Background: an optimization exercise with open tools, aiming at small area, a short achievable clock period and few clock cycles per item. Do not read the settings as production practice. Where RTL was checked, it was by simulation tests only, not by an equivalence proof against the original. Only the layout flow was run in run 1; the RTL was not checked for function there.

## flow/design.v (module list and top-level ports; edited modules follow where they fit)
// module img2col: 620 lines
// module res_add: 26 lines
// module bus_out: 18 lines
module img2col (
    input  logic        clk,
    input  logic        nrst,
    input  logic        wb_cyc_i,
    input  logic        wb_stb_i,
    input  logic        wb_we_i,
    input  logic [6:0]  wb_adr_i,
    input  logic [31:0] wb_dat_i,
    output logic        wb_ack_o,
    output logic [31:0] wb_dat_o
);
  // ...
==> flow/run.sh <==
#!/bin/bash
# synth_recipe.tcl (not shown) runs the flow's synth.tcl, then flattens the netlist and writes it again
# the make line also repeats each setting of config.mk as NAME=value (left out here)
make -C /OpenROAD-flow-scripts/flow DESIGN_CONFIG=/design/flow/config.mk WORK_HOME=/design/flow/orfs CLKGATE_MAP_FILE= SYNTH_SCRIPT=/design/flow/synth_recipe.tcl finish
==> flow/config.mk <==
export PLATFORM = sky130hd
export DESIGN_NAME = img2col
export DESIGN_NICKNAME = img2col
export VERILOG_FILES = /design/flow/design.v
export SDC_FILE = /design/flow/constraint.sdc
export NUM_CORES = 4
export LEC_CHECK = 0
export ABC_CLOCK_PERIOD_IN_PS = 4500
export CAP_MARGIN = 20
export CORE_MARGIN = 2
export CORE_UTILIZATION = 45
export SETUP_SLACK_MARGIN = 5.0
export SLEW_MARGIN = 20
export SYNTH_HIERARCHICAL = 1
==> flow/constraint.sdc <==
create_clock -name core_clock -period 10.0 [get_ports {clk}]
set_input_delay 2.0000 -clock core_clock [delete_from_list [all_inputs] [get_ports {clk}]]
set_output_delay 2.0000 -clock core_clock [all_outputs]
set_load 0.01 [all_outputs]
==> results.toml, run 1 <==
[outcome]
status = "no timing/DRC/antenna violations"

[routing]
via_per_inst = 5.82
drt_first_iter_violations = 2871

[layout]
final.clkbuf_count = 106
seq_cells = 750
signal_buffers = 169
top_regs = "pix: 200 flops, wgt: 200 flops, reuse: 160 flops"
stdcell_count = 4474

[placed_design]
io_buffers = 52
placed_area_mm2 = 0.0397
dpl.cell_count = 4265

[hold_path]
hold_end = "reuse[18][5]"
whs_path_depth = 0
holdCritStartpoint = "pix[23][5]"

[floorplan]
chipWidth_um = 295

[global_routing]
grt_first_pass_wirelength_um = 171000
grt_pass1_vias = 25926

[sta]
fin_tns_setup_ns = 0
timing.fmax_ghz = 0.194
worstMarginPinSlew_ns = 1.16

[synthesis]
synth_flop_cell = "edfxtp_1"
syn_area_per_cell_um2 = 11.7
synthDominantCellAreaShare_pct = 47.8

[worst_setup_path]
critPathCapture = "wb_dat_o[16]"

[clocking]
cts_hold_buffers = 0
==> module bus_out, before the edit <==
module bus_out (
    input  logic        wb_cyc_i,
    input  logic        wb_stb_i,
    input  logic        wb_we_i,
    input  logic [6:0]  wb_adr_i,
    input  logic        slow2,
    input  logic [8:0]  rsel,        
    input  logic        done,
    input  logic [20:0] res,
    output logic        wb_ack_o,
    output logic [31:0] wb_dat_o
);
    logic fast_rd;
    assign fast_rd  = (wb_adr_i[6:2] == 5'b10000) & (wb_adr_i[1] ^ wb_adr_i[0]);
    assign wb_ack_o = wb_cyc_i & wb_stb_i & (wb_we_i | slow2 | fast_rd);
    assign wb_dat_o = slow2 ? {{24{rsel[8]}}, rsel[7:0]}
                    : (wb_adr_i[0] ? {31'd0, done} : {{11{res[20]}}, res});
endmodule
==> run 2, diff against run 1 <==
--- a/flow/design.v
+++ b/flow/design.v
@@ -31,17 +31,16 @@
     logic [7:0] pix [0:24];
     logic [7:0] wgt [0:24];
     logic [7:0] reuse [0:19];        
     logic [7:0] nw [0:19];           
     logic started_q, first_q;
     logic [2:0] p_q;
     logic ok_q;
     logic [20:0] r_s, r_c, res_s, res_c;
-    logic [20:0] res;
     logic resv_q;
     logic pend_q, calc_q;
     logic done_q;
     always_comb
         for (int j = 0; j < 20; j++)
             nw[j] = (first_q | (slow1_q & rpix_q)) ? pix[j] : reuse[j];
     genvar g;
     generate
@@ -54,26 +53,26 @@
                 if (wr && is_wgt && idx == g)
                     wgt[g] <= wb_dat_i[7:0];
             end
         end
     endgenerate
     logic [7:0] rsel;
     logic [20:0] res_sum;
     res_add u_add (.a(res_s), .b(res_c), .sum(res_sum));
-    assign res = res_sum & {21{resv_q}};
     bus_out u_out (
         .wb_cyc_i (wb_cyc_i),
         .wb_stb_i (wb_stb_i),
         .wb_we_i  (wb_we_i),
         .wb_adr_i (wb_adr_i),
         .slow2    (slow2_q),
         .rsel     ({rwgt_q & rsel[7], rsel}),
         .done     (done_q),
-        .res      (res),
+        .resv     (resv_q),
+        .res      (res_sum),
         .wb_ack_o (wb_ack_o),
         .wb_dat_o (wb_dat_o)
     );
     always_ff @(posedge clk)
     begin
         if (rd & ~fast_rd & ~slow1_q & ~slow2_q)
         begin
             rgrp_q <= 3'(idx / 4);
@@ -141,17 +140,17 @@
             pend_q <= (trig | pend_q) & ~go;
             calc_q <= go;
             if (go)
                 done_q <= 1'b1;
             else if (rd & is_res)
                 done_q <= 1'b0;
             if (calc_q)
                 resv_q <= 1'b1;
-            slow1_q <= rd & ~fast_rd & ~slow1_q & ~slow2_q;
+            slow1_q <= slow1_d;
             slow2_q <= slow1_q;
         end
     end
     always_ff @(posedge clk)
     begin
         if (go)
         begin
             for (int j = 0; j < 15; j++)
@@ -164,35 +163,44 @@
     logic [7:0] an [0:3];            
     logic [7:0] wn [0:3];            
     logic [7:0] a0, a1, a2, a3;
     logic [3:0] bn0, bn1, bn2, bn3;      
     logic [3:0] bo0, bo1, bo2, bo3;      
     logic [3:0] bt0, bt1, bt2, bt3;      
     logic [3:0] en [0:3], eo [0:3], et [0:3];
     logic [8:0] n_d, n_q;
-    logic [2:0] lsel;
-    assign lsel = slow1_q ? rgrp_q : spec_p;
+    logic       ok_d, slow1_d;
+    logic [2:0] rgrp_d, spec_d, lsel_d;
+    logic [6:0] lsel_q;
+    assign ok_d    = ~slow1_q & (spec_p == p_next)
+                   & ~((p_next == 3'd5) ? mod_w5 : mod_grp[p_next]);
+    assign slow1_d = rd & ~fast_rd & ~slow1_q & ~slow2_q;
+    assign rgrp_d  = slow1_d ? 3'(idx / 4) : rgrp_q;
+    assign spec_d  = (ok_d & ~go & (p_next < 3'd6)) ? p_next + 3'd1 : p_next;
+    assign lsel_d  = slow1_d ? rgrp_d : spec_d;
     always_comb
     begin
         n_d = 9'd0;
         for (int s = 0; s < 4; s++)
         begin
-            case (lsel)
-                3'd0: begin an[s] = nw[s];      wn[s] = wgt[s];      end
-                3'd1: begin an[s] = nw[4 + s];  wn[s] = wgt[4 + s];  end
-                3'd2: begin an[s] = nw[8 + s];  wn[s] = wgt[8 + s];  end
-                3'd3: begin an[s] = nw[12 + s]; wn[s] = wgt[12 + s]; end
-                3'd4: begin an[s] = nw[16 + s]; wn[s] = wgt[16 + s]; end
-                3'd5: begin an[s] = byp[s] ? wb_dat_i[7:0] : pix[20 + s]; wn[s] = wgt[20 + s]; end
-                default: begin
-                    an[s] = (s == 0) ? p24_in : 8'd0;
-                    wn[s] = (s == 0) ? wgt[24] : wgt[20 + s];
-                end
-            endcase
+            an[s] = ({8{lsel_q[0]}} & nw[s])
+                  | ({8{lsel_q[1]}} & nw[4 + s])
+                  | ({8{lsel_q[2]}} & nw[8 + s])
+                  | ({8{lsel_q[3]}} & nw[12 + s])
+                  | ({8{lsel_q[4]}} & nw[16 + s])
+                  | ({8{lsel_q[5]}} & (byp[s] ? wb_dat_i[7:0] : pix[20 + s]))
+                  | ({8{lsel_q[6] && s == 0}} & p24_in);
+            wn[s] = ({8{lsel_q[0]}} & wgt[s])
+                  | ({8{lsel_q[1]}} & wgt[4 + s])
+                  | ({8{lsel_q[2]}} & wgt[8 + s])
+                  | ({8{lsel_q[3]}} & wgt[12 + s])
+                  | ({8{lsel_q[4]}} & wgt[16 + s])
+                  | ({8{lsel_q[5] || (lsel_q[6] && s != 0)}} & wgt[20 + s])
+                  | ({8{lsel_q[6] && s == 0}} & wgt[24]);
             for (int j = 0; j < 4; j++)
             begin
                 logic hi, mid, lo;
                 hi  = wn[s][2*j + 1];
                 mid = wn[s][2*j];
                 lo  = (j == 0) ? 1'b0 : wn[s][2*j - 1];
                 en[s][j] = hi;
                 eo[s][j] = mid ^ lo;
@@ -203,18 +211,29 @@
     end
     always_ff @(posedge clk)
     begin
         {a0, a1, a2, a3} <= {an[0], an[1], an[2], an[3]};
         {bn0, bn1, bn2, bn3} <= {en[0], en[1], en[2], en[3]};
         {bo0, bo1, bo2, bo3} <= {eo[0], eo[1], eo[2], eo[3]};
         {bt0, bt1, bt2, bt3} <= {et[0], et[1], et[2], et[3]};
         n_q <= n_d;
-        ok_q <= ~slow1_q & (spec_p == p_next)
-              & ~((p_next == 3'd5) ? mod_w5 : mod_grp[p_next]);
+    end
+    always_ff @(posedge clk, negedge nrst)
+    begin
+        if (!nrst)
+        begin
+            ok_q   <= 1'b0;
+            lsel_q <= 7'b0000001;
+        end
+        else
+        begin
+            ok_q   <= ok_d;
+            lsel_q <= 7'(1) << lsel_d;
+        end
     end
     always_comb
     begin
         logic [3:0] n [0:3];
         logic [3:0] o [0:3];
         logic [7:0] av [0:3];
         logic [7:0] wd [0:3];
         {n[0], n[1], n[2], n[3]} = {bn0, bn1, bn2, bn3};
@@ -649,19 +668,20 @@
 module bus_out (
     input  logic        wb_cyc_i,
     input  logic        wb_stb_i,
     input  logic        wb_we_i,
     input  logic [6:0]  wb_adr_i,
     input  logic        slow2,
     input  logic [8:0]  rsel,        
     input  logic        done,
+    input  logic        resv,        
     input  logic [20:0] res,
     output logic        wb_ack_o,
     output logic [31:0] wb_dat_o
 );
     logic fast_rd;
     assign fast_rd  = (wb_adr_i[6:2] == 5'b10000) & (wb_adr_i[1] ^ wb_adr_i[0]);
     assign wb_ack_o = wb_cyc_i & wb_stb_i & (wb_we_i | slow2 | fast_rd);
     assign wb_dat_o = slow2 ? {{24{rsel[8]}}, rsel[7:0]}
-                    : (wb_adr_i[0] ? {31'd0, done} : {{11{res[20]}}, res});
+                    : (wb_adr_i[0] ? {31'd0, done} : ({{11{res[20]}}, res} & {32{resv}}));
 endmodule
 `default_nettype wire
==> run 2 against run 1 <==
Still clean on timing, DRC and antenna; via count fell by 11%; critical path depth fell by 4; cell area decreased by 3.5%; fmax increased by 3.2%; count of clock-buffer cells in the layout grew 6; sequential share of layout area increased by 2.0 points; utilization fell by 0.67 points; synthesized cell count decreased by 15%; register-to-register slack improved by 0.15 ns.
==> results.toml, run 2 <==
[outcome]
status = "no timing/DRC/antenna violations"

[hold_path]
holdCritStartpoint = "pix[20][1]"
whs_path_depth = 0
hold_end = "reuse[15][1]"
hp-class = "flop to flop"

[worst_setup_path]
crit_path_max_incr_delay_ns = 0.68
r2r_slack_ns = 5.30
criticalPathCategory = "flop to primary output"
cp_slowest_cell = "dfxtp_1"
crit-reg2reg-launch = "a1[3]"
crit_required_ns = 8.00
cp_max_fo = 10
critical-path-top-delay-family = "compound AO/OA/AOI/OAI gates"
r2r-end = "r_c[10]"
worstPathCellList = "xnor2_1 -> mux4_2 -> o21ai_0 -> a22o_1 -> clkdlybuf4s15_2"
critPathLaunchType = "flop"
cp-end-kind = "primary output"
path_buf_inv = 1
rr_worst_depth = 13
arrival_ns = 3.00

[synthesis]
synth.top_cells.by_area = "edfxtp_1 (49%), fa_1 (9.3%), dfxtp_1 (7.0%)"
synth_edf_count = 605
ys_seq_elements = 754
synth_top_area_cell = "edfxtp_1"
ys_types = 98
synth_warnings = 23
synthCells = 2771
synth_common_cells = "edfxtp_1 (605), nand2_1 (258), inv_1 (229), mux2_2 (185), fa_1 (173)"
synth_area_mm2 = 0.0372
syn_nets = 3035
synth_flop_cell = "edfxtp_1"
syn_area_per_cell_um2 = 13.4
synth.most_common_cell = "edfxtp_1"
async_flop_share_pct = 2.52
seq_area_frac_synth_pct = 57.1
synthDominantCellAreaShare_pct = 48.8

[clocking]
htree_levels = 3
clockRootBuffer = "clkbuf_16"
cts_tree = "done"
cts_buffer_depth = 3
clk_pin_slew_ns = 0.06
cts_hold_buffers = 0
cts.sinks = 754
clk_latency_ns = 0.63
cts-buffers-inserted = 81

[floorplan]
coreArea_mm2 = 0.0820
initial_core_util_pct = 45.4
die_area_mm2 = 0.0851
chipWidth_um = 292
core.rowCount = 105
ios = 77
die_height_um = 292

[sta]
max_slew_margin_pct = 9.40
timing.fmax_ghz = 0.200
setup_viol = 0
finalHoldViolCount = 0
worstMarginPinSlew_ns = 1.36
rsz0062_at_grt = "false"
final-max-slew-violation-count = 0
fin_tns_setup_ns = 0
min_period_over_period_pct = 50.0
fin_crit_ns = 5.00
finClkSkew_ns = 0.0275

[job]
maxCapViolations = 0

[layout]
top_regs = "pix: 200 flops, wgt: 200 flops, reuse: 160 flops"
post-route-util_pct = 51.1
syn_to_final_growth_pct = 12.5
drive_gt1_share_pct = 19.3
layout.cells.most_common = "edfxtp_1"
final_cell_mix = "edfxtp_1 (605), nand2_1 (257), inv_1 (228), mux2_2 (185), fa_1 (172)"
diodes = 0
stdcell_count = 3900
finalNetCount = 3026

[routing]
drc = 0
drt_first_iter_violations = 2809
via_per_inst = 5.91
wirelength_um = 104000
ant_nets = 0
vias = 23047
firstDrtPassIters = 8
wire_per_inst_um = 26.8

[global_routing]
grt_pass1_vias = 23338
grt_max_degree = 162
grt_first_pass_wirelength_um = 153000
gr-usage-all-layers_pct = 24.2
antenna_found_initial = 6
grt-ovfl-total = 0

[placed_design]
io_buffers = 52
dpl.cell_count = 3719
gp_congestion = 0.950
hpwlAfterDp_um = 69200
run 2: cell types whose count changed after synthesis, moves of 30 or more:
cell / delta
nor2_1: -48
a21oi_1: -91
o21ai_0: -37
mux2i_1: -68
nand2_1: -406
mux2_2: +156
a222oi_1: +82
a22oi_1: +30
run 2: cell families after synthesis:
group / Yosys count / share of synthesized area, %
flops: 754 / 57.1
simple gates: 492 / 6.12
compound gates: 470 / 9.98
buf+inv: 437 / 4.77
fa+ha+maj: 220 / 10.9
mux: 201 / 6.56
xor+xnor: 196 / 4.61
other cells: 1 / 0.0101
run 2: final cells by class:
class                   instances  area, um^2
clock buffers                 112        2240
repair buffers                106         897
multi-input cells            1583       14700
fillers                      6988       40100
flip-flops and latches        754       21300
inverters                     236         890
well taps                    1070        1340
clock inverters                39         499
run 2: worst max path at each step:
stage,from,to,slack [ns],depth (start not counted)
5_1_grt,res_s[7],wb_dat_o[14],4.97,8
6_report,bn0[0],wb_dat_o[2],5.00,5
3_5_place_dp,wb_adr_i[4],lsel_q[5],3.31,11
2_1_floorplan,wb_adr_i[1],reuse[0][0],4.57,6
4_1_cts,res_s[9],wb_dat_o[24],4.95,7
3_3_place_gp,wb_adr_i[4],lsel_q[5],3.23,11
run 2: per-stage QoR:
stage / worst slack, ns / hold slack (ns) / cell area [um^2]
floorplan: 4.57 / 0.420 / 37300
global placement: 3.23 / 0.426 / 38500
detailed placement: 3.31 / 0.430 / 38500
CTS: 4.95 / 0.443 / 41500
global route: 4.97 / 0.453 / 41900
finish: 5.00 / 0.445 / 41900
run 2: routing by layer:
layer	track usage (%)	vias to the layer above	part of all wire, %	wire length, um
met2	39.1	1012	47	49300
met5	0	-	0.023	24
met4	6.58	4	2.3	2420
li1	-	10061	-	-
met3	4.70	175	8.1	8480
met1	33.5	11795	42	44200
run 2: what timing repair did:
action | 4_1_cts | 5_1_grt
pin swaps | 8 | 10
gates resized for setup | 172 | 54
endpoints found under the setup margin | 226 | 46
setup buffers | 11 | 14
gates cloned | 4 | 1
run 2: modules after synthesis, one instance, submodules excluded:
module | flip-flops and latches | cells inside
bus_out | 0 | 47
img2col | 754 | 2573
res_add | 0 | 151
Testbench counts of run 2, summed over its fixed seeds: cycles 8,614, windows 1,008.
==> run 3, diff against run 2 <==
--- a/flow/config.mk
+++ b/flow/config.mk
@@ -8,7 +8,9 @@
 export ABC_CLOCK_PERIOD_IN_PS = 4500
 export CAP_MARGIN = 20
 export CORE_MARGIN = 2
-export CORE_UTILIZATION = 45
+export CORE_UTILIZATION = 60
+export CTS_CLUSTER_DIAMETER = 120
+export CTS_CLUSTER_SIZE = 24
 export SETUP_SLACK_MARGIN = 5.0
 export SLEW_MARGIN = 20
 export SYNTH_HIERARCHICAL = 1
==> run 3 against run 2 <==
Still clean on timing, DRC and antenna; die area down 25%; via count down 1.1%; utilization up 13 points; count of clock-buffer cells in the layout down 49; wire length down 4.3%; setup slack better by 0.0058 ns; sequential share of layout area up 2.9 points; cell area down 5.5%; clock skew up 0.023 ns; critical endpoint is now wb_ack_o.
==> results.toml, run 3 <==
[layout]
syn_to_final_growth_pct = 6.36
finalNetCount = 2972
stdcell_count = 3528
final_cell_mix = "edfxtp_1 (605), nand2_1 (257), inv_1 (228), mux2_2 (185), fa_1 (173)"
final_area_mm2 = 0.0396
diodes = 0
drive_gt1_share_pct = 16.4
layout.cells.most_common = "edfxtp_1"
top_regs = "pix: 200 flops, wgt: 200 flops, reuse: 160 flops"

[global_routing]
grt-ovfl-total = 0
grt_pass1_vias = 22762
gr-usage-all-layers_pct = 31.5
antenna_found_initial = 4
grt_first_pass_wirelength_um = 147000
grt_max_degree = 162

[sta]
fin_crit_ns = 5.00
finalHoldViolCount = 0
rsz0062_at_grt = "true"
finClkSkew_ns = 0.0506
setup_viol = 0
final-max-slew-violation-count = 0
max_slew_margin_pct = 22.0
setup_slack_ns = 5.00
fin_tns_setup_ns = 0
min_period_over_period_pct = 50.0
worstMarginPinSlew_ns = 1.17
timing.fmax_ghz = 0.200

[clocking]
htree_levels = 2
cts-buffers-inserted = 38
clk_latency_ns = 0.63
clockRootBuffer = "clkbuf_16"
cts_tree = "done"
cts.sinks = 754
cts_buffer_depth = 3
clk_pin_slew_ns = 0.10
cts_hold_buffers = 0

[worst_setup_path]
crit_required_ns = 8.00
cp_max_fo = 7
cp_slowest_cell = "or3b_4"
critPathLaunchType = "input pin"
crit-reg2reg-launch = "a2[1]"
crit_path_max_incr_delay_ns = 0.40
r2r_slack_ns = 5.38
r2r-end = "r_c[8]"
cp-end-kind = "primary output"
worstPathCellList = "clkbuf_4 -> or3b_4 -> o31ai_4 -> buf_2"
arrival_ns = 3.00
rr_worst_depth = 13
criticalPathCategory = "input pin to primary output"
critical-path-top-delay-family = "simple AND/OR/NAND/NOR gates"
path_buf_inv = 2

[floorplan]
coreArea_mm2 = 0.0615
die_height_um = 253
chipWidth_um = 253
die_area_mm2 = 0.0641
initial_core_util_pct = 60.6
core.rowCount = 91
ios = 77

[placed_design]
placed_area_mm2 = 0.0382
dpl.cell_count = 3447
dp_slack_ns = 3.40
hpwlAfterDp_um = 68000
io_buffers = 52
gp_congestion = 0.946

[synthesis]
ys_seq_elements = 754
synth.top_cells.by_area = "edfxtp_1 (49%), fa_1 (9.3%), dfxtp_1 (7.0%)"
seq_area_frac_synth_pct = 57.1
synth_common_cells = "edfxtp_1 (605), nand2_1 (258), inv_1 (229), mux2_2 (185), fa_1 (173)"
synth_edf_count = 605
synth-simple-area-share_pct = 6.12
synth_compound_area_share_pct = 9.98
async_flop_share_pct = 2.52
synth_area_mm2 = 0.0372
synth_warnings = 23
syn_area_per_cell_um2 = 13.4
synth_flop_cell = "edfxtp_1"
synth_top_area_cell = "edfxtp_1"
synth_mux_area_share_pct = 6.56
synth_xor_area_share_pct = 4.61
synth_top_family_by_area = "adder cells"
synthDominantCellAreaShare_pct = 48.8
syn_nets = 3035
synthCells = 2771
ys_types = 98
synth.most_common_cell = "edfxtp_1"
synthAdderAreaFrac_pct = 10.9

[routing]
firstDrtPassIters = 6
wirelength_um = 99900
ant_nets = 0
wire_per_inst_um = 28.3
drc = 0
vias = 22786
drt_first_iter_violations = 3312
via_per_inst = 6.46

[job]
maxCapViolations = 0

[hold_path]
hold_end = "reuse[17][3]"
whs_path_depth = 0
hp-class = "flop to flop"
holdCritStartpoint = "pix[22][3]"

[outcome]
status = "no timing/DRC/antenna violations"
run 3: cell types whose count changed in the layout (fill, tap and decap cells not counted), sizes merged, moves of 3 or more:
cell,delta
clkinv,-19
clkdlybuf4s15,-19
clkinvlp,-3
bufinv,-7
inv,-3
clkbuf,-44
buf,+7
run 3: final cells by class:
cell class / instances / area [um^2]
fill: 4645 / 21900
sequential: 754 / 21300
multi-input combinational: 1583 / 14600
clock buffer: 63 / 1040
tap: 790 / 988
inverter: 236 / 890
timing repair buffer: 95 / 729
clock inverter: 7 / 123
run 3: per-stage QoR:
step	utilization [%]	hold slack, ns
3_5_place_dp	62.1	0.430
4_1_cts	64.6	0.442
2_1_floorplan	-	0.420
5_1_grt	64.4	0.451
6_report	64.4	0.449
3_3_place_gp	62.1	0.427
run 3: worst register-to-register path: cells and delay by family, from the launching register on:
kind                     cells  cell delay, ns
flip-flops                   1            0.80
AND/OR/NAND/NOR              1            0.05
adder cells (fa/ha/maj)      6            2.95
AO/OA/AOI/OAI                2            0.37
buffers and inverters        3            0.17
XOR/XNOR                     1            0.20
run 3: worst max-delay path by stage:
stage / from / to / slack (ns) / cells past startpoint
finish: wb_adr_i[6] / wb_ack_o / 5.00 / 4
global route: wb_adr_i[0] / wb_dat_o[11] / 4.97 / 7
global placement: wb_adr_i[4] / lsel_q[5] / 3.45 / 11
floorplan: wb_adr_i[1] / reuse[0][0] / 4.57 / 6
CTS: wb_adr_i[0] / wb_dat_o[6] / 4.95 / 6
detailed placement: wb_adr_i[4] / lsel_q[5] / 3.40 / 11
run 3: logic make-up (layout without fill, tap and decap cells):
kind of cell | Yosys count | count (layout)
XOR/XNOR | 196 | 196
AND/OR/NAND/NOR | 492 | 494
other | 1 | 1
multiplexers | 201 | 201
flip-flops | 754 | 754
adder cells (fa/ha/maj) | 220 | 220
AO/OA/AOI/OAI | 470 | 471
buffers and inverters | 437 | 401
run 3: metal layers:
layer	wire, um	global-route usage [%]
met1	41900	46.0
met4	3700	11.1
met3	8690	4.63
met2	45500	48.7
met5	14	0
run 3: per-module statistics from Yosys, one instance, submodules excluded:
module / cells inside / flip-flops and latches / cell area, um^2
bus_out: 47 / 0 / 352
img2col: 2573 / 754 / 35700
res_add: 151 / 0 / 1150
run 3: what timing repair did:
| item | CTS | global route |
|---|---|---|
| resized for setup | 184 | 48 |
| endpoints found under the hold margin | 0 | 0 |
| gates cloned | 5 | 1 |
| pin swaps | 7 | 16 |
| buffers inserted | 4 | 1 |
| setup endpoints to repair | 145 | 42 |
==> run 4, diff against run 3 <==
--- a/flow/config.mk
+++ b/flow/config.mk
@@ -8,7 +8,7 @@
 export ABC_CLOCK_PERIOD_IN_PS = 4500
 export CAP_MARGIN = 20
 export CORE_MARGIN = 2
-export CORE_UTILIZATION = 60
+export CORE_UTILIZATION = 70
 export CTS_CLUSTER_DIAMETER = 120
 export CTS_CLUSTER_SIZE = 24
 export SETUP_SLACK_MARGIN = 5.0
==> run 4 against run 3 <==
Non-clock buffer count increased by 17; global-route usage grew 4.0 points; die area down 14%; synthesized cell count unchanged; fmax fell by 0.57%; sequential share of layout area down 0.092 points; register-to-register slack lost 0.22 ns; final cell count down 2.5%; critical path depth up 4; critical endpoint is now wb_dat_o[1]; largest cell class unchanged.
==> results.toml, run 4 <==
[worst_setup_path]
r2r_slack_ns = 5.16
crit-reg2reg-launch = "a2[3]"
crit_required_ns = 8.00
criticalPathCategory = "input pin to primary output"
cp_max_fo = 5
critPathLaunchType = "input pin"
rr_worst_depth = 13
r2r-end = "r_c[8]"
cp-end-kind = "primary output"
arrival_ns = 3.03

[floorplan]
die_area_mm2 = 0.0550
chipWidth_um = 235
ios = 77
initial_core_util_pct = 70.8
coreArea_mm2 = 0.0526
die_height_um = 235
core.rowCount = 84

[sta]
fin_tns_setup_ns = 0
timing.fmax_ghz = 0.199
final-max-slew-violation-count = 0
fin_crit_ns = 5.03
rsz0062_at_grt = "true"
min_period_over_period_pct = 50.3
setup_viol = 0
finClkSkew_ns = 0.0242
setup_slack_ns = 4.97
finalHoldViolCount = 0
max_slew_margin_pct = 18.8
worstMarginPinSlew_ns = 1.22

[hold_path]
holdCritStartpoint = "pix[22][5]"
whs_path_depth = 0
hold_end = "reuse[17][5]"
hp-class = "flop to flop"

[global_routing]
gr-usage-all-layers_pct = 35.5
grt_max_degree = 162
grt-ovfl-total = 0
grt_pass1_vias = 22893
grt_first_pass_wirelength_um = 146000
antenna_found_initial = 0

[clocking]
cts-buffers-inserted = 37
cts_tree = "done"
cts_buffer_depth = 3
clk_pin_slew_ns = 0.09
clk_latency_ns = 0.62
cts.sinks = 754
clockRootBuffer = "clkbuf_16"
cts_hold_buffers = 0
htree_levels = 2

[synthesis]
ys_seq_elements = 754
syn_area_per_cell_um2 = 13.4
synth.most_common_cell = "edfxtp_1"
ys_types = 98
synth.top_cells.by_area = "edfxtp_1 (49%), fa_1 (9.3%), dfxtp_1 (7.0%)"
synth_edf_count = 605
synth_top_area_cell = "edfxtp_1"
synth_area_mm2 = 0.0372
synth_flop_cell = "edfxtp_1"
async_flop_share_pct = 2.52
synthDominantCellAreaShare_pct = 48.8
syn_nets = 3035
seq_area_frac_synth_pct = 57.1
synthCells = 2771
synth_common_cells = "edfxtp_1 (605), nand2_1 (258), inv_1 (229), mux2_2 (185), fa_1 (173)"
synth_warnings = 23

[layout]
finalNetCount = 2988
final_cell_mix = "edfxtp_1 (605), nand2_1 (257), inv_1 (228), mux2_2 (185), fa_1 (173)"
drive_gt1_share_pct = 16.6
diodes = 0
top_regs = "pix: 200 flops, wgt: 200 flops, reuse: 160 flops"
syn_to_final_growth_pct = 6.52
layout.cells.most_common = "edfxtp_1"

[placed_design]
hpwlAfterDp_um = 64900
io_buffers = 52
dp_slack_ns = 3.35
gp_congestion = 0.973

[routing]
firstDrtPassIters = 7
drc = 0
wirelength_um = 98400
wire_per_inst_um = 28.6
vias = 23397
ant_nets = 0
drt_first_iter_violations = 3814
via_per_inst = 6.80

[outcome]
status = "no timing/DRC/antenna violations"

[job]
maxCapViolations = 0
-- run 4: how the worst max path moves through the flow --
stage / startpoint / end / slack [ns] / cells after the start
finish: wb_adr_i[0] / wb_dat_o[1] / 4.97 / 8
global route: wb_adr_i[0] / wb_dat_o[9] / 4.93 / 8
CTS: wb_adr_i[4] / wb_ack_o / 4.79 / 4
detailed placement: wb_adr_i[4] / lsel_q[1] / 3.35 / 11
global placement: wb_adr_i[4] / lsel_q[5] / 3.33 / 11
floorplan: wb_adr_i[1] / reuse[0][0] / 4.57 / 6
-- run 4: cells by family after synthesis --
kind of cell    count (synthesis)  synth area share (%)
other cells                     1                0.0101
xor+xnor                      196                  4.61
fa+ha+maj                     220                  10.9
mux                           201                  6.56
buf+inv                       437                  4.77
simple gates                  492                  6.12
compound gates                470                  9.98
flops                         754                  57.1
-- run 4: modules after synthesis (local to each module, per instance) --
| module | copies in the design | area, um^2 | flops+latches | cells |
|---|---|---|---|---|
| res_add | 1 | 1150 | 0 | 151 |
| img2col | 1 | 35700 | 754 | 2573 |
| bus_out | 1 | 352 | 0 | 47 |
-- run 4: critical path, stage by stage --
cell	delay, ns
buf_6	0.09
buf_6	0.11
nor3b_4	0.17
buf_6	0.15
buf_12	0.14
buf_12	0.11
a22o_4	0.14
buf_6	0.11
-- run 4: area by class of cell --
class | instances | area, um^2
clock inverter | 4 | 60.1
multi-input combinational | 1583 | 14600
fill | 3331 | 12900
tap | 688 | 861
sequential | 754 | 21300
inverter | 236 | 890
clock buffer | 64 | 1050
timing repair buffer | 112 | 961
-- run 4: repair_timing --
action	4_1_cts	5_1_grt
cloned	5	1
endpoints found under the setup margin	97	76
pin swaps	5	16
setup buffers	9	10
resized for setup	194	41
-- run 4: metrics by stage --
stage	hold slack [ns]	utilization (%)	cells	instance area (um^2)
3_5_place_dp	0.433	72.5	3346	38100
2_1_floorplan	0.420	-	2771	37300
3_3_place_gp	0.426	72.4	3346	38100
5_1_grt	0.461	75.5	3441	39700
4_1_cts	0.456	75.0	3428	39400
6_report	0.455	75.5	3441	39700
-- run 4: layer usage --
metal / part of all wire, % / vias up / GRT usage [%]
li1: - / 9920 / -
met1: 39 / 11657 / 51.9
met2: 46 / 1570 / 53.6
met3: 12 / 250 / 6.93
met4: 4.0 / 0 / 13.5
met5: 0 / - / 0
==> run 5, diff against run 4 <==
--- a/flow/config.mk
+++ b/flow/config.mk
@@ -8,7 +8,7 @@
 export ABC_CLOCK_PERIOD_IN_PS = 4500
 export CAP_MARGIN = 20
 export CORE_MARGIN = 2
-export CORE_UTILIZATION = 70
+export CORE_UTILIZATION = 45
 export CTS_CLUSTER_DIAMETER = 120
 export CTS_CLUSTER_SIZE = 24
 export SETUP_SLACK_MARGIN = 5.0
==> run 5 against run 4 <==
Non-clock buffer count decreased by 10; still clean on timing, DRC and antenna; largest cell class unchanged; sequential cell count unchanged; critical endpoint is now wb_dat_o[24]; synthesized area unchanged; via count decreased by 3.2%; critical path type unchanged.
==> results.toml, run 5 <==
[clocking]
cts_tree = "done"
cts_buffer_depth = 3
htree_levels = 2
cts_hold_buffers = 0
cts.sinks = 754
clk_pin_slew_ns = 0.09
cts-buffers-inserted = 38
clockRootBuffer = "clkbuf_16"
clk_latency_ns = 0.62

[synthesis]
async_flop_share_pct = 2.52
synthDominantCellAreaShare_pct = 48.8
synth_mux_area_share_pct = 6.56
synth_warnings = 23
synth.most_common_cell = "edfxtp_1"
synthCells = 2771
ys_seq_elements = 754
synth_top_area_cell = "edfxtp_1"
synth_top_family_by_area = "adder cells"
synth_flop_cell = "edfxtp_1"
synth_edf_count = 605
ys_types = 98
seq_area_frac_synth_pct = 57.1
synth_xor_area_share_pct = 4.61
syn_area_per_cell_um2 = 13.4
syn_nets = 3035
synthAdderAreaFrac_pct = 10.9
synth_common_cells = "edfxtp_1 (605), nand2_1 (258), inv_1 (229), mux2_2 (185), fa_1 (173)"
synth-simple-area-share_pct = 6.12
synth.top_cells.by_area = "edfxtp_1 (49%), fa_1 (9.3%), dfxtp_1 (7.0%)"
synth_compound_area_share_pct = 9.98
synth_area_mm2 = 0.0372

[worst_setup_path]
crit_start = "wb_adr_i[0]"
arrival_ns = 3.03
rr_worst_depth = 13
crit-reg2reg-launch = "a1[2]"
criticalPathCategory = "input pin to primary output"
r2r_slack_ns = 5.31
critPathLaunchType = "input pin"
crit_required_ns = 8.00
r2r-end = "r_c[10]"
critPathCapture = "wb_dat_o[24]"
cp-end-kind = "primary output"
cp_max_fo = 16

[routing]
vias = 22652
wire_per_inst_um = 27.1
via_per_inst = 5.93
wirelength_um = 103000
firstDrtPassIters = 6
drc = 0
drt_first_iter_violations = 2849
ant_nets = 0

[sta]
final-max-slew-violation-count = 0
finalHoldViolCount = 0
setup_viol = 0
finClkSkew_ns = 0.0275
worstMarginPinSlew_ns = 1.22
holdWs_ns = 0.455
rsz0062_at_grt = "true"
fin_crit_ns = 5.03
max_slew_margin_pct = 18.4
min_period_over_period_pct = 50.3
timing.fmax_ghz = 0.199
setup_slack_ns = 4.97
fin_tns_setup_ns = 0

[global_routing]
grt_first_pass_wirelength_um = 151000
grt_pass1_vias = 22764
gr-usage-all-layers_pct = 24.0
grt-ovfl-total = 0
grt_max_degree = 162
antenna_found_initial = 4

[layout]
finalNetCount = 2979
drive_gt1_share_pct = 17.0
layout.cells.most_common = "edfxtp_1"
syn_to_final_growth_pct = 7.83
fillers = 7156
final_cell_mix = "edfxtp_1 (605), nand2_1 (257), inv_1 (228), mux2_2 (185), fa_1 (173)"
top_regs = "pix: 200 flops, wgt: 200 flops, reuse: 160 flops"

[placed_design]
dp_slack_ns = 3.31
gp_congestion = 0.950
io_buffers = 52
hpwlAfterDp_um = 69200

[floorplan]
die_area_mm2 = 0.0851
ios = 77
coreArea_mm2 = 0.0820
chipWidth_um = 292
core.rowCount = 105
initial_core_util_pct = 45.4
die_height_um = 292

[job]
maxCapViolations = 0

[outcome]
status = "no timing/DRC/antenna violations"

[hold_path]
hp-class = "flop to flop"
[run 5: cell type report]
type                       instances  area [um^2]  area share, %
sequential                       754        21300           53.0
tap                             1070         1340           3.33
multi-input combinational       1583        14700           36.6
clock buffer                      64         1060           2.64
antenna                            2         5.00         0.0125
clock inverter                     6         93.8          0.234
inverter                         236          890           2.22
timing repair buffer             102          812           2.02
[run 5: how the worst min path moves through the flow]
| stage | endpoint | start | depth (start not counted) |
|---|---|---|---|
| 3_3_place_gp | reuse[18][4] | pix[23][4] | 0 |
| 6_report | reuse[17][3] | pix[22][3] | 0 |
| 3_5_place_dp | reuse[16][0] | pix[21][0] | 0 |
| 4_1_cts | reuse[16][0] | pix[21][0] | 0 |
| 5_1_grt | reuse[18][6] | pix[23][6] | 0 |
| 2_1_floorplan | reuse[15][1] | pix[20][1] | 0 |
[run 5: per-stage QoR]
step	util (%)	area, um^2	std cells
2_1_floorplan	-	37300	2771
3_3_place_gp	47.0	38500	3719
3_5_place_dp	47.0	38500	3719
4_1_cts	48.7	39900	3803
5_1_grt	49.0	40100	3815
6_report	49.0	40100	3817
[run 5: what timing repair did]
action	CTS	global route
gates cloned	4	1
pin swaps	7	3
buffers inserted	10	11
setup endpoints to repair	230	46
gates resized for setup	173	59
[run 5: kinds of logic after synthesis]
| group | count (synthesis) |
|---|---|
| and+or+nand+nor | 492 |
| xor gates and xnor gates | 196 |
| other | 1 |
| muxes | 201 |
| AOI/OAI and AO/OA | 470 |
| buffers and inverters | 437 |
| adders and majority gates | 220 |
| DFF | 754 |
[run 5: worst max-delay path, stage by stage]
cell	delay (ns)
buf_12	0.13
nor3b_4	0.18
buf_6	0.17
buf_12	0.13
a21o_4	0.14
dlygate4sd2_1	0.27
[run 5: modules after synthesis (local to each module, per instance)]
module | cell area, um^2 | times used | cells | flops+latches
img2col | 35700 | 1 | 2573 | 754
bus_out | 352 | 1 | 47 | 0
res_add | 1150 | 1 | 151 | 0
[run 5: per-layer routing]
layer  vias up  routed length, um  track usage, %  share of wire (%)
met5         -                 14               0              0.014
met4         2               2380            5.90                2.3
met3       134               7780            3.72                7.5
met2       959              49100            39.1                 47
met1     11643              44200            33.7                 43
li1       9914                  -               -                  -
==> run 6, diff against run 5 <==
--- a/flow/config.mk
+++ b/flow/config.mk
@@ -6,11 +6,12 @@
 export NUM_CORES = 4
 export LEC_CHECK = 0
 export ABC_CLOCK_PERIOD_IN_PS = 4500
-export CAP_MARGIN = 20
+export CAP_MARGIN = 10
 export CORE_MARGIN = 2
-export CORE_UTILIZATION = 45
+export CORE_UTILIZATION = 60
 export CTS_CLUSTER_DIAMETER = 120
 export CTS_CLUSTER_SIZE = 24
+export PLACE_DENSITY = 0.75
 export SETUP_SLACK_MARGIN = 5.0
-export SLEW_MARGIN = 20
+export SLEW_MARGIN = 10
 export SYNTH_HIERARCHICAL = 1
==> run 6 against run 5 <==
Still clean on timing, DRC and antenna; utilization grew 15 points.
==> results.toml, run 6 <==
[outcome]
status = "no timing/DRC/antenna violations"

[worst_setup_path]
crit_required_ns = 8.00
arrival_ns = 3.00
critPathLaunchType = "input pin"
cp_max_fo = 16
cp-end-kind = "primary output"
criticalPathCategory = "input pin to primary output"

[routing]
ant_nets = 0
firstDrtPassIters = 9
wirelength_um = 98200
drt_first_iter_violations = 3062
drc = 0
wire_per_inst_um = 27.8
vias = 22999
via_per_inst = 6.52

[sta]
fin_crit_ns = 5.00
max_slew_margin_pct = 16.3
rsz0062_at_grt = "true"
min_period_over_period_pct = 50.0
worstMarginPinSlew_ns = 1.26
setup_viol = 0
timing.fmax_ghz = 0.200
finClkSkew_ns = 0.0219
finalHoldViolCount = 0
setup_slack_ns = 5.00
final-max-slew-violation-count = 0
fin_tns_setup_ns = 0

[floorplan]
chipWidth_um = 253
die_height_um = 253
die_area_mm2 = 0.0641
initial_core_util_pct = 60.6
core.rowCount = 91
coreArea_mm2 = 0.0615
ios = 77

[synthesis]
synth_top_area_cell = "edfxtp_1"
ys_types = 98
seq_area_frac_synth_pct = 57.1
synthDominantCellAreaShare_pct = 48.8
async_flop_share_pct = 2.52
synth_common_cells = "edfxtp_1 (605), nand2_1 (258), inv_1 (229), mux2_2 (185), fa_1 (173)"
synth_flop_cell = "edfxtp_1"
synth_area_mm2 = 0.0372
synth.most_common_cell = "edfxtp_1"
syn_nets = 3035
synthCells = 2771
syn_area_per_cell_um2 = 13.4
synth_edf_count = 605
synth_warnings = 23
synth.top_cells.by_area = "edfxtp_1 (49%), fa_1 (9.3%), dfxtp_1 (7.0%)"
ys_seq_elements = 754

[placed_design]
dp_slack_ns = 3.60
hpwlAfterDp_um = 67100
placed_area_mm2 = 0.0381
gp_congestion = 0.994
io_buffers = 52

[clocking]
cts.sinks = 754
htree_levels = 2
clk_latency_ns = 0.61
clk_pin_slew_ns = 0.09
cts_tree = "done"
cts_buffer_depth = 3
clockRootBuffer = "clkbuf_16"
cts-buffers-inserted = 37

[layout]
layout.cells.most_common = "edfxtp_1"
drive_gt1_share_pct = 16.3
top_regs = "pix: 200 flops, wgt: 200 flops, reuse: 160 flops"
seq_area_mm2 = 0.0213
syn_to_final_growth_pct = 6.01
multi_input_area_mm2 = 0.0145
fillers = 4463
post-route-util_pct = 64.2
finalNetCount = 2969
final_area_mm2 = 0.0395
final_cell_mix = "edfxtp_1 (605), nand2_1 (257), inv_1 (228), mux2_2 (185), fa_1 (173)"

[global_routing]
antenna_found_initial = 4
grt_pass1_vias = 23439
gr-usage-all-layers_pct = 31.3
grt-ovfl-total = 0
grt_max_degree = 162
grt_first_pass_wirelength_um = 148000

[hold_path]
hp-class = "flop to flop"

[job]
maxCapViolations = 0
## run 6: cell counts after synthesis
Identical to the previous run, type by type.
## run 6: cell type report
type                            instances  share of cell area (%)
Inverter                              236                    2.25
Clock buffer                           64                    2.66
Clock inverter                          4                   0.136
Sequential cell                       754                    53.9
Tap cell                              790                    2.50
Timing Repair Buffer                   95                    1.77
Antenna cell                            3                  0.0190
Multi-Input combinational cell       1581                    36.8
## run 6: timing repair
action / in CTS / in global routing
setup endpoints to repair: 107 / 73
pin swaps: 5 / 8
setup buffers: 10 / 1
resized for setup: 142 / 70
hold buffers: 0 / 0
cloned: 2 / 0
## run 6: path summary, 6_finish.rpt
check | startpoint | to | slack [ns] | cells after the start
hold reg to reg | pix[21][2] | reuse[16][2] | 0.45 | 0
hold / removal | pix[21][2] | reuse[16][2] | 0.45 | 0
min in group asynchronous | nrst | p_q[2] | 1.94 | 1
setup reg to reg | a0[5] | r_c[11] | 5.18 | 14
setup / recovery | wb_adr_i[0] | wb_dat_o[28] | 5.00 | 6
max in group asynchronous | nrst | lsel_q[4] | 7.37 | 1
## run 6: modules after synthesis (local to each module, per instance)
module / flops+latches / area (um^2) / times used
img2col: 754 / 35700 / 1
res_add: 0 / 1150 / 1
bus_out: 0 / 352 / 1
## run 6: critical path, cell delays in order
cell             delay [ns]
buf_6                  0.14
nor3b_4                0.20
buf_4                  0.15
buf_12                 0.13
a21o_4                 0.15
clkdlybuf4s15_2        0.22
## run 6: stage by stage
stage / std cells / hold WS, ns
after floorplan: 2771 / 0.420
after global placement: 3443 / 0.426
after detailed placement: 3443 / 0.430
after CTS: 3523 / 0.452
after global routing: 3524 / 0.463
final: 3527 / 0.452
## run 6: cells by family after synthesis
group	synth area share [%]
AO/OA/AOI/OAI	9.98
other	0.0101
adder cells (fa/ha/maj)	10.9
buffers and inverters	4.77
multiplexers	6.56
flip-flops	57.1
XOR/XNOR	4.61
AND/OR/NAND/NOR	6.12
## run 6: per-layer routing
layer  routed length, um  share of wire [%]  GRT usage, %
met3                8890                9.1          4.92
met2               46000                 47          50.1
met5                  16              0.016             0
met1               38200                 39          42.4
met4                5160                5.3          14.9
==> run 7, diff against run 6 <==
--- a/flow/config.mk
+++ b/flow/config.mk
@@ -11,7 +11,7 @@
 export CORE_UTILIZATION = 60
 export CTS_CLUSTER_DIAMETER = 120
 export CTS_CLUSTER_SIZE = 24
-export PLACE_DENSITY = 0.75
+export PLACE_DENSITY = 0.65
 export SETUP_SLACK_MARGIN = 5.0
 export SLEW_MARGIN = 10
 export SYNTH_HIERARCHICAL = 1
==> run 7 against run 6 <==
Sequential share of layout area decreased by 0.23 points; critical path type unchanged; cell area is 0.42% higher; largest cell class unchanged; highest routed layer unchanged; synthesized area stayed put.
==> results.toml, run 7 <==
[outcome]
status = "no timing/DRC/antenna violations"

[placed_design]
gp_congestion = 0.983
placed_area_mm2 = 0.0382
io_buffers = 52
dp_slack_ns = 3.59
hpwlAfterDp_um = 68000
dpl.cell_count = 3446

[floorplan]
coreArea_mm2 = 0.0615
ios = 77
die_area_mm2 = 0.0641
initial_core_util_pct = 60.6
chipWidth_um = 253
die_height_um = 253
core.rowCount = 91

[global_routing]
grt_pass1_vias = 22976
antenna_found_initial = 3
grt_max_degree = 162
gr-usage-all-layers_pct = 31.4
grt-ovfl-total = 0
grt_first_pass_wirelength_um = 147000

[routing]
ant_nets = 0
maxUsedRoutingLayer = "met5"
firstDrtPassIters = 9
drt-met1-wl_um = 40700
wl_met2_um = 45600
drt_first_iter_violations = 3174
vias = 22992
wirelength_um = 99900
wire_per_inst_um = 28.3
via_per_inst = 6.50
route.met3.wl_um = 10200
drc = 0

[clocking]
cts-buffers-inserted = 37
clk_pin_slew_ns = 0.09
htree_levels = 2
cts.sinks = 754
cts_buffer_depth = 3
cts_tree = "done"
clockRootBuffer = "clkbuf_16"
clk_latency_ns = 0.62

[sta]
finClkSkew_ns = 0.0360
worstMarginPinSlew_ns = 1.19
finalHoldViolCount = 0
timing.fmax_ghz = 0.201
setup_slack_ns = 5.04
fin_tns_setup_ns = 0
rsz0062_at_grt = "false"
min_period_over_period_pct = 49.6
fin_crit_ns = 4.96
final-max-slew-violation-count = 0
max_slew_margin_pct = 20.5
setup_viol = 0

[synthesis]
synthCells = 2771
ys_seq_elements = 754
syn_nets = 3035
syn_area_per_cell_um2 = 13.4
synth_flop_cell = "edfxtp_1"
synthDominantCellAreaShare_pct = 48.8
synth_top_area_cell = "edfxtp_1"
synth.top_cells.by_area = "edfxtp_1 (49%), fa_1 (9.3%), dfxtp_1 (7.0%)"
async_flop_share_pct = 2.52
synth.most_common_cell = "edfxtp_1"
synth_warnings = 23
ys_types = 98
synth_edf_count = 605
synth_common_cells = "edfxtp_1 (605), nand2_1 (258), inv_1 (229), mux2_2 (185), fa_1 (173)"
synth_area_mm2 = 0.0372
seq_area_frac_synth_pct = 57.1

[layout]
stdcell_count = 3535
syn_to_final_growth_pct = 6.45
finalNetCount = 2981
layout.cells.most_common = "edfxtp_1"
final_area_mm2 = 0.0396
post-route-util_pct = 64.5
drive_gt1_share_pct = 16.6
fillers = 4578
final_cell_mix = "edfxtp_1 (605), nand2_1 (257), inv_1 (228), mux2_2 (185), fa_1 (173)"
top_regs = "pix: 200 flops, wgt: 200 flops, reuse: 160 flops"
diodes = 0

[worst_setup_path]
worstPathCellList = "buf_4 -> or3b_1 -> o31ai_2 -> buf_2"
rr_worst_depth = 14
path_depth = 4
cp_max_fo = 18
crit_path_max_incr_delay_ns = 0.41
crit_required_ns = 8.00
critPathLaunchType = "input pin"
cp-end-kind = "primary output"
cp_slowest_cell = "or3b_1"
critical-path-top-delay-family = "simple AND/OR/NAND/NOR gates"
criticalPathCategory = "input pin to primary output"
arrival_ns = 2.96
path_buf_inv = 2

[hold_path]
whs_path_depth = 0
hp-class = "flop to flop"

[job]
maxCapViolations = 0
-- run 7: cell count changes in the layout (fill, tap and decap cells not counted), moves of 5 or more --
cell,before,now
buf_12,2,7
clkbuf_2,19,14
ha_4,4,9
buf_2,20,30
ha_2,7,2
buf_4,37,45
-- run 7: metrics by stage --
step           hold WS (ns)
3_3_place_gp          0.425
4_1_cts               0.456
3_5_place_dp          0.433
5_1_grt               0.463
6_report              0.457
2_1_floorplan         0.420
-- run 7: cells by family after synthesis --
kind of cell	after synthesis	synth area share, %
DFF	754	57.1
and+or+nand+nor	492	6.12
AOI/OAI and AO/OA	470	9.98
buffers and inverters	437	4.77
adders and majority gates	220	10.9
muxes	201	6.56
xor gates and xnor gates	196	4.61
other	1	0.0101
-- run 7: worst paths after layout --
path                        startpoint      endpoint  slack, ns
max                        wb_adr_i[4]      wb_ack_o       5.04
min                         pix[21][0]  reuse[16][0]       0.46
max reg2reg                      a2[5]        r_c[9]       5.29
min reg2reg                 pix[21][0]  reuse[16][0]       0.46
max in group asynchronous         nrst     lsel_q[3]       7.34
min in group asynchronous         nrst       slow2_q       1.95
-- run 7: repair_timing --
action / in CTS / in global routing
pin swaps: 4 / 4
gates cloned: 2 / 1
endpoints found under the setup margin: 108 / 76
setup buffers: 7 / 12
hold buffers: 0 / 0
gates resized for setup: 169 / 53
-- run 7: layout make-up --
type,count,area (um^2),area share (%)
Sequential cell,754,21300,53.7
Multi-Input combinational cell,1581,14600,36.7
Clock buffer,64,1050,2.65
Tap cell,790,988,2.49
Inverter,236,890,2.24
Timing Repair Buffer,107,832,2.10
Clock inverter,3,55.1,0.139
-- run 7: modules after synthesis, one instance, submodules excluded --
module	area, um^2	cells
img2col	35700	2573
res_add	1150	151
bus_out	352	47
-- run 7: layer usage --
layer / vias to the layer above / global-route usage (%)
met2: 1288 / 48.6
met4: 4 / 9.89
met1: 11595 / 45.6
li1: 9919 / -
met5: - / 0
met3: 186 / 5.87
==> run 8, diff against run 7 <==
==> flow/config.mk (replaced) <==
export PLATFORM = sky130hd
export DESIGN_NAME = img2col
export DESIGN_NICKNAME = img2col
export VERILOG_FILES = /design/flow/design.v
export SDC_FILE = /design/flow/constraint.sdc
export NUM_CORES = 4
export LEC_CHECK = 0
export ABC_AREA = 1
export CAP_MARGIN = 10
export CORE_MARGIN = 2
export CORE_UTILIZATION = 60
export CTS_CLUSTER_DIAMETER = 120
export CTS_CLUSTER_SIZE = 24
export SETUP_SLACK_MARGIN = 5.0
export SLEW_MARGIN = 10
export SYNTH_HIERARCHICAL = 1
==> run 8 against run 7 <==
Still clean; sequential share of layout area down 1.5 points; wire length up 9.7%; register-to-register slack worse by 0.16 ns; cell area up 2.9%; setup slack worse by 0.018 ns; largest cell class unchanged.
==> results.toml, run 8 <==
[clocking]
clk_latency_ns = 0.61
clk_pin_slew_ns = 0.10
cts.sinks = 754
htree_levels = 2
clockRootBuffer = "clkbuf_16"
cts_tree = "done"
cts_buffer_depth = 3
cts-buffers-inserted = 37

[worst_setup_path]
cp_max_fo = 5
path_buf_inv = 5
worstPathCellList = "buf_6 -> buf_6 -> clkinv_8 -> nand2_8 -> buf_6 -> o21ai_4 -> clkdlybuf4s15_2"
cp_slowest_cell = "clkdlybuf4s15_2"
r2r_slack_ns = 5.13
cp-end-kind = "primary output"
crit_required_ns = 8.00
critPathLaunchType = "input pin"
crit_top_cell = "buf_6"
arrival_ns = 2.98
critical-path-top-delay-family = "buffers and inverters"
crit_path_max_incr_delay_ns = 0.25
criticalPathCategory = "input pin to primary output"

[floorplan]
ios = 77
initial_core_util_pct = 60.3
core.rowCount = 92
die_height_um = 255
coreArea_mm2 = 0.0627
die_area_mm2 = 0.0651
chipWidth_um = 255

[sta]
max_slew_margin_pct = 16.0
final-max-slew-violation-count = 0
finClkSkew_ns = 0.0207
fin_crit_ns = 4.98
min_period_over_period_pct = 49.8
fin_tns_setup_ns = 0
worstMarginPinSlew_ns = 1.26
finalHoldViolCount = 0
timing.fmax_ghz = 0.201
rsz0062_at_grt = "true"
holdWs_ns = 0.452
setup_viol = 0

[synthesis]
synth_area_mm2 = 0.0378
ys_types = 52
synth.top_cells.by_area = "edfxtp_1 (48%), fa_1 (9.2%), nand2_1 (8.6%)"
synth_warnings = 23
syn_area_per_cell_um2 = 10.6
synth.most_common_cell = "nand2_1"
syn_nets = 3823
ys_seq_elements = 754
synthCells = 3559
async_flop_share_pct = 2.52
seq_area_frac_synth_pct = 56.2
synth_flop_cell = "edfxtp_1"
synthDominantCellAreaShare_pct = 48.0
synth_edf_count = 605
synth_top_area_cell = "edfxtp_1"
synth_common_cells = "nand2_1 (869), edfxtp_1 (605), inv_1 (433), nor2_1 (196), fa_1 (173)"

[hold_path]
hp-class = "flop to flop"

[routing]
via_per_inst = 5.98
vias = 26662
drc = 0
drt_first_iter_violations = 3565
wirelength_um = 110000
ant_nets = 0
firstDrtPassIters = 6
wire_per_inst_um = 24.6

[layout]
drive_gt1_share_pct = 8.81
syn_to_final_growth_pct = 7.84
top_regs = "pix: 200 flops, wgt: 200 flops, reuse: 160 flops"
layout.cells.most_common = "nand2_1"
finalNetCount = 3844
fillers = 4878
final_cell_mix = "nand2_1 (863), edfxtp_1 (605), inv_1 (430), nor2_1 (178), fa_1 (173)"

[global_routing]
grt_pass1_vias = 25350
grt_max_degree = 163
grt_first_pass_wirelength_um = 161000
antenna_found_initial = 8
grt-ovfl-total = 0
gr-usage-all-layers_pct = 34.1

[outcome]
status = "no timing/DRC/antenna violations"

[placed_design]
hpwlAfterDp_um = 77100
io_buffers = 52
gp_congestion = 1.03

[job]
maxCapViolations = 0
run 8: layout make-up:
class                           count  area (um^2)  share of cell area (%)
Multi-Input combinational cell   2192        14500                    35.5
Clock buffer                       65         1050                    2.58
Inverter                          481         1840                    4.52
Tap cell                          846         1060                    2.60
Timing Repair Buffer              114         1040                    2.56
Antenna cell                        1         2.50                 0.00614
Sequential cell                   754        21300                    52.1
Clock inverter                      2         32.5                  0.0798
run 8: worst reg2reg max path, stage by stage, from the launching register on:
cell     delay [ns]
dfxtp_1        0.49
inv_1          0.27
o22ai_1        0.25
xor2_1         0.25
fa_1           0.51
fa_1           0.62
inv_1          0.08
fa_1           0.48
inv_1          0.06
fa_1           0.42
fa_1           0.52
inv_1          0.05
fa_1           0.54
nand4_1        0.11
a21oi_1        0.16
run 8: kinds of logic (layout without fill, tap and decap cells):
| family | Yosys count | after routing | share of synthesized area [%] |
|---|---|---|---|
| flops | 754 | 754 | 56.2 |
| other cells | 1 | 2 | 0.00992 |
| compound gates | 480 | 480 | 7.90 |
| buf+inv | 617 | 662 | 6.35 |
| fa+ha+maj | 220 | 220 | 10.7 |
| xor+xnor | 173 | 173 | 4.01 |
| simple gates | 1314 | 1318 | 14.8 |
run 8: through the flow:
stage          instance area [um^2]  setup WS [ns]  std cells  util (%)
3_5_place_dp                  39100           3.29       4362      62.4
4_1_cts                       40600           4.96       4447      64.7
6_report                      40800           5.02       4455      65.0
5_1_grt                       40800           4.98       4454      65.0
2_1_floorplan                 37800           4.55       3559         -
3_3_place_gp                  39100           3.37       4362      62.4
run 8: path summary, 6_finish.rpt:
kind	start	to	cells past startpoint
min	pix[22][0]	reuse[17][0]	0
max reg2reg	a1[4]	r_c[7]	14
min in group asynchronous	nrst	p_q[1]	1
max	wb_adr_i[0]	wb_dat_o[6]	7
max in group asynchronous	nrst	lsel_q[4]	1
min reg2reg	pix[22][0]	reuse[17][0]	0
run 8: repair_timing:
item | CTS | global route
hold buffers | 0 | 0
setup buffers | 13 | 6
resized for setup | 160 | 49
pin swaps | 16 | 10
cloned | 5 | 0
setup endpoints to repair | 82 | 59
run 8: per-layer routing:
| metal | GRT usage [%] | routed length, um | vias to the layer above | part of all wire, % |
|---|---|---|---|---|
| met1 | 50.3 | 46000 | 13072 | 42 |
| met3 | 7.11 | 11400 | 225 | 10 |
| met2 | 50.7 | 48100 | 1406 | 44 |
| li1 | - | - | 11953 | - |
| met5 | 0 | 38 | - | 0.035 |
| met4 | 11.3 | 4060 | 6 | 3.7 |
run 8: modules after synthesis (local to each module, per instance):
module   flip-flops and latches  cell area [um^2]  times used  cells
res_add                       0              1430           1    262
img2col                     754             35900           1   3215
bus_out                       0               463           1     82
==> run 9, diff against run 8 <==
--- a/flow/config.mk
+++ b/flow/config.mk
@@ -5,7 +5,7 @@
 export SDC_FILE = /design/flow/constraint.sdc
 export NUM_CORES = 4
 export LEC_CHECK = 0
-export ABC_AREA = 1
+export ABC_CLOCK_PERIOD_IN_PS = 4500
 export CAP_MARGIN = 10
 export CORE_MARGIN = 2
 export CORE_UTILIZATION = 60
@@ -14,3 +14,4 @@
 export SETUP_SLACK_MARGIN = 5.0
 export SLEW_MARGIN = 10
 export SYNTH_HIERARCHICAL = 1
+export TNS_END_PERCENT = 20
==> run 9 against run 8 <==
Sequential cell count did not move; highest routed layer is now met4; critical path type unchanged; clock skew rose by 0.038 ns; wire length fell by 8.3%; largest cell class unchanged; final cell count fell by 21%.
==> results.toml, run 9 <==
[outcome]
status = "no timing/DRC/antenna violations"

[floorplan]
initial_core_util_pct = 60.6
chipWidth_um = 253
die_area_mm2 = 0.0641
coreArea_mm2 = 0.0615
die_height_um = 253
ios = 77
core.rowCount = 91

[worst_setup_path]
cp_max_fo = 5
cp-end-kind = "primary output"
worstPathCellList = "clkdlybuf4s50_1 -> o211ai_1 -> o31ai_2 -> buf_2"
criticalPathCategory = "input pin to primary output"
critPathLaunchType = "input pin"
arrival_ns = 3.06
path_buf_inv = 2
cp_slowest_cell = "clkdlybuf4s50_1"
crit_required_ns = 8.00
crit_path_max_incr_delay_ns = 0.52
critical-path-top-delay-family = "buffers and inverters"

[sta]
max_slew_margin_pct = 14.8
finalHoldViolCount = 0
fin_tns_setup_ns = 0
timing.fmax_ghz = 0.198
min_period_over_period_pct = 50.6
rsz0062_at_grt = "true"
final-max-slew-violation-count = 0
worstMarginPinSlew_ns = 1.27
finClkSkew_ns = 0.0585
fin_crit_ns = 5.06
setup_viol = 0

[synthesis]
synth_xor_area_share_pct = 4.61
synth_area_mm2 = 0.0372
syn_area_per_cell_um2 = 13.4
synth_compound_area_share_pct = 9.98
seq_area_frac_synth_pct = 57.1
syn_nets = 3035
synth_top_family_by_area = "adder cells"
synthDominantCellAreaShare_pct = 48.8
synth_top_area_cell = "edfxtp_1"
synth-simple-area-share_pct = 6.12
ys_seq_elements = 754
synth.most_common_cell = "edfxtp_1"
synth_common_cells = "edfxtp_1 (605), nand2_1 (258), inv_1 (229), mux2_2 (185), fa_1 (173)"
ys_types = 98
synth_edf_count = 605
synthCells = 2771
synth_warnings = 23
synth_flop_cell = "edfxtp_1"
async_flop_share_pct = 2.52
synth_mux_area_share_pct = 6.56
synthAdderAreaFrac_pct = 10.9
synth.top_cells.by_area = "edfxtp_1 (49%), fa_1 (9.3%), dfxtp_1 (7.0%)"

[layout]
seq_area_mm2 = 0.0213
final_area_mm2 = 0.0396
syn_to_final_growth_pct = 6.29
drive_gt1_share_pct = 16.1
finalNetCount = 2972
fillers = 4569
layout.cells.most_common = "edfxtp_1"
top_regs = "pix: 200 flops, wgt: 200 flops, reuse: 160 flops"
final_cell_mix = "edfxtp_1 (605), nand2_1 (257), inv_1 (228), mux2_2 (185), fa_1 (173)"
multi_input_area_mm2 = 0.0145

[clocking]
cts_hold_buffers = 0
clockRootBuffer = "clkbuf_16"
clk_latency_ns = 0.63
cts_tree = "done"
cts-buffers-inserted = 38
cts_buffer_depth = 3
clk_pin_slew_ns = 0.10
htree_levels = 2
cts.sinks = 754

[global_routing]
grt-busiest-layer = "met2"
grtUsageMet2_pct = 49.1
grt_use_met3_pct = 4.68
grt_use_met1_pct = 46.7
antenna_found_initial = 3
grt_first_pass_wirelength_um = 148000
grt_max_degree = 162
grt-ovfl-total = 0
gr-usage-all-layers_pct = 31.6
grt_pass1_vias = 22732

[routing]
ant_nets = 0
wirelength_um = 100000
via_per_inst = 6.50
drc = 0
firstDrtPassIters = 8
wire_per_inst_um = 28.5
drt_first_iter_violations = 3221
vias = 22933

[job]
maxCapViolations = 0

[placed_design]
io_buffers = 52
gp_congestion = 0.946
placed_area_mm2 = 0.0382
hpwlAfterDp_um = 67900

[hold_path]
hp-class = "flop to flop"
[run 9: cell count changes after synthesis, sizes merged, moves of 104 or more]
cell   delta
inv     -229
o21ai   -104
a22oi   +161
mux2    +185
nor2    -136
nand2   -637
o22ai   -126
[run 9: through the flow]
stage               cells  hold WS (ns)  setup WS (ns)  utilization, %
floorplan            2771         0.420           4.57               -
global placement     3446         0.427           3.45            62.1
detailed placement   3446         0.431           3.42            62.1
CTS                  3524         0.439           4.93            64.4
global route         3528         0.448           4.91            64.4
finish               3530         0.436           4.94            64.4
[run 9: final timing paths]
path | cells after the start | slack, ns | endpoint | from
max in group asynchronous | 1 | 7.33 | lsel_q[3] | nrst
hold / removal | 0 | 0.44 | reuse[17][5] | pix[22][5]
min in group asynchronous | 1 | 1.95 | p_q[2] | nrst
setup / recovery | 4 | 4.94 | wb_ack_o | wb_we_i
setup reg to reg | 13 | 5.36 | r_c[10] | a1[3]
hold reg to reg | 0 | 0.44 | reuse[17][5] | pix[22][5]
[run 9: per-module statistics from Yosys, one instance, submodules excluded]
module | times used | flops+latches | area, um^2
img2col | 1 | 754 | 35700
res_add | 1 | 0 | 1150
bus_out | 1 | 0 | 352
[run 9: area by class of cell]
type | count | share of cell area (%)
inverter | 236 | 2.25
sequential | 754 | 53.7
antenna | 2 | 0.0126
multi-input combinational | 1583 | 36.7
tap | 790 | 2.50
clock buffer | 64 | 2.65
clock inverter | 6 | 0.281
timing repair buffer | 95 | 1.86
[run 9: kinds of logic (layout without fill, tap and decap cells)]
group,after synthesis,after routing
AND/OR/NAND/NOR,492,494
adder cells (fa/ha/maj),220,220
buffers and inverters,437,401
flip-flops,754,754
other,1,3
AO/OA/AOI/OAI,470,471
multiplexers,201,201
XOR/XNOR,196,196
[run 9: routing by layer]
layer / up-vias / part of all wire (%)
li1: 9902 / -
met1: 11668 / 42
met2: 1208 / 46
met3: 155 / 9.1
met4: 0 / 3.2
met5: - / 0
[run 9: timing repair]
item,in CTS,in global routing
resized for setup,185,28
cloned,5,1
pin swaps,5,2
setup buffers,3,3
endpoints found under the setup margin,135,85
[run 9: worst reg2reg max path, stage by stage, from the launching register on]
cell,delay [ns]
dfxtp_1,0.70
a22oi_1,0.24
xor2_1,0.24
fa_1,0.48
fa_1,0.54
inv_1,0.08
fa_1,0.51
inv_1,0.05
fa_1,0.44
fa_1,0.51
inv_1,0.05
fa_1,0.52
nand2_1,0.05
a21oi_1,0.14

separate check: timing with driven ports:
How much do the figures lean on ideal ports? The routed layouts below were timed once more, with nothing changed but the port constraints. Step 1 assumes that a clkbuf_16 drives the clock port and a buf_2 every other input. Step 2 also shifts input and output timing later by t, the mid clock arrival at the registers, as if the neighbouring blocks saw the same clock. Slacks: ideal ports / drivers / drivers and shift; pairs: ideal ports / drivers.
| run | shift t [ns] | setup slack, ns | hold WS [ns] | latest minus earliest clock arrival (ns) | pins driven straight from the clock port |
|---|---|---|---|---|---|
| run 1 | 0.695 | 4.837 / 4.774 / 4.473 | 0.452 / 0.452 / 0.452 | 0.035 / 0.036 | 1 |
| run 2 | 0.683 | 4.997 / 4.934 / 4.676 | 0.445 / 0.445 / 0.445 | 0.027 / 0.028 | 1 |
| run 3 | 0.667 | 5.002 / 4.968 / 4.507 | 0.449 / 0.449 / 0.449 | 0.051 / 0.051 | 1 |
| run 4 | 0.671 | 4.974 / 4.937 / 4.493 | 0.455 / 0.455 / 0.455 | 0.024 / 0.025 | 1 |
| run 5 | 0.670 | 4.968 / 4.920 / 4.650 | 0.455 / 0.455 / 0.455 | 0.029 / 0.028 | 1 |
| run 6 | 0.655 | 4.996 / 4.961 / 4.594 | 0.452 / 0.452 / 0.452 | 0.025 / 0.025 | 1 |
| run 7 | 0.663 | 5.036 / 5.003 / 4.649 | 0.457 / 0.457 / 0.457 | 0.036 / 0.036 | 1 |
| run 8 | 0.667 | 5.017 / 4.970 / 4.606 | 0.452 / 0.452 / 0.452 | 0.023 / 0.023 | 1 |
| run 9 | 0.672 | 4.942 / 4.895 / 4.515 | 0.436 / 0.436 / 0.436 | 0.058 / 0.059 | 1 |
After both steps setup and hold are still met in every run listed. For run 3, which loses most, drivers alone change the setup slack by -0.034 ns; drivers and shift together by -0.495 ns.
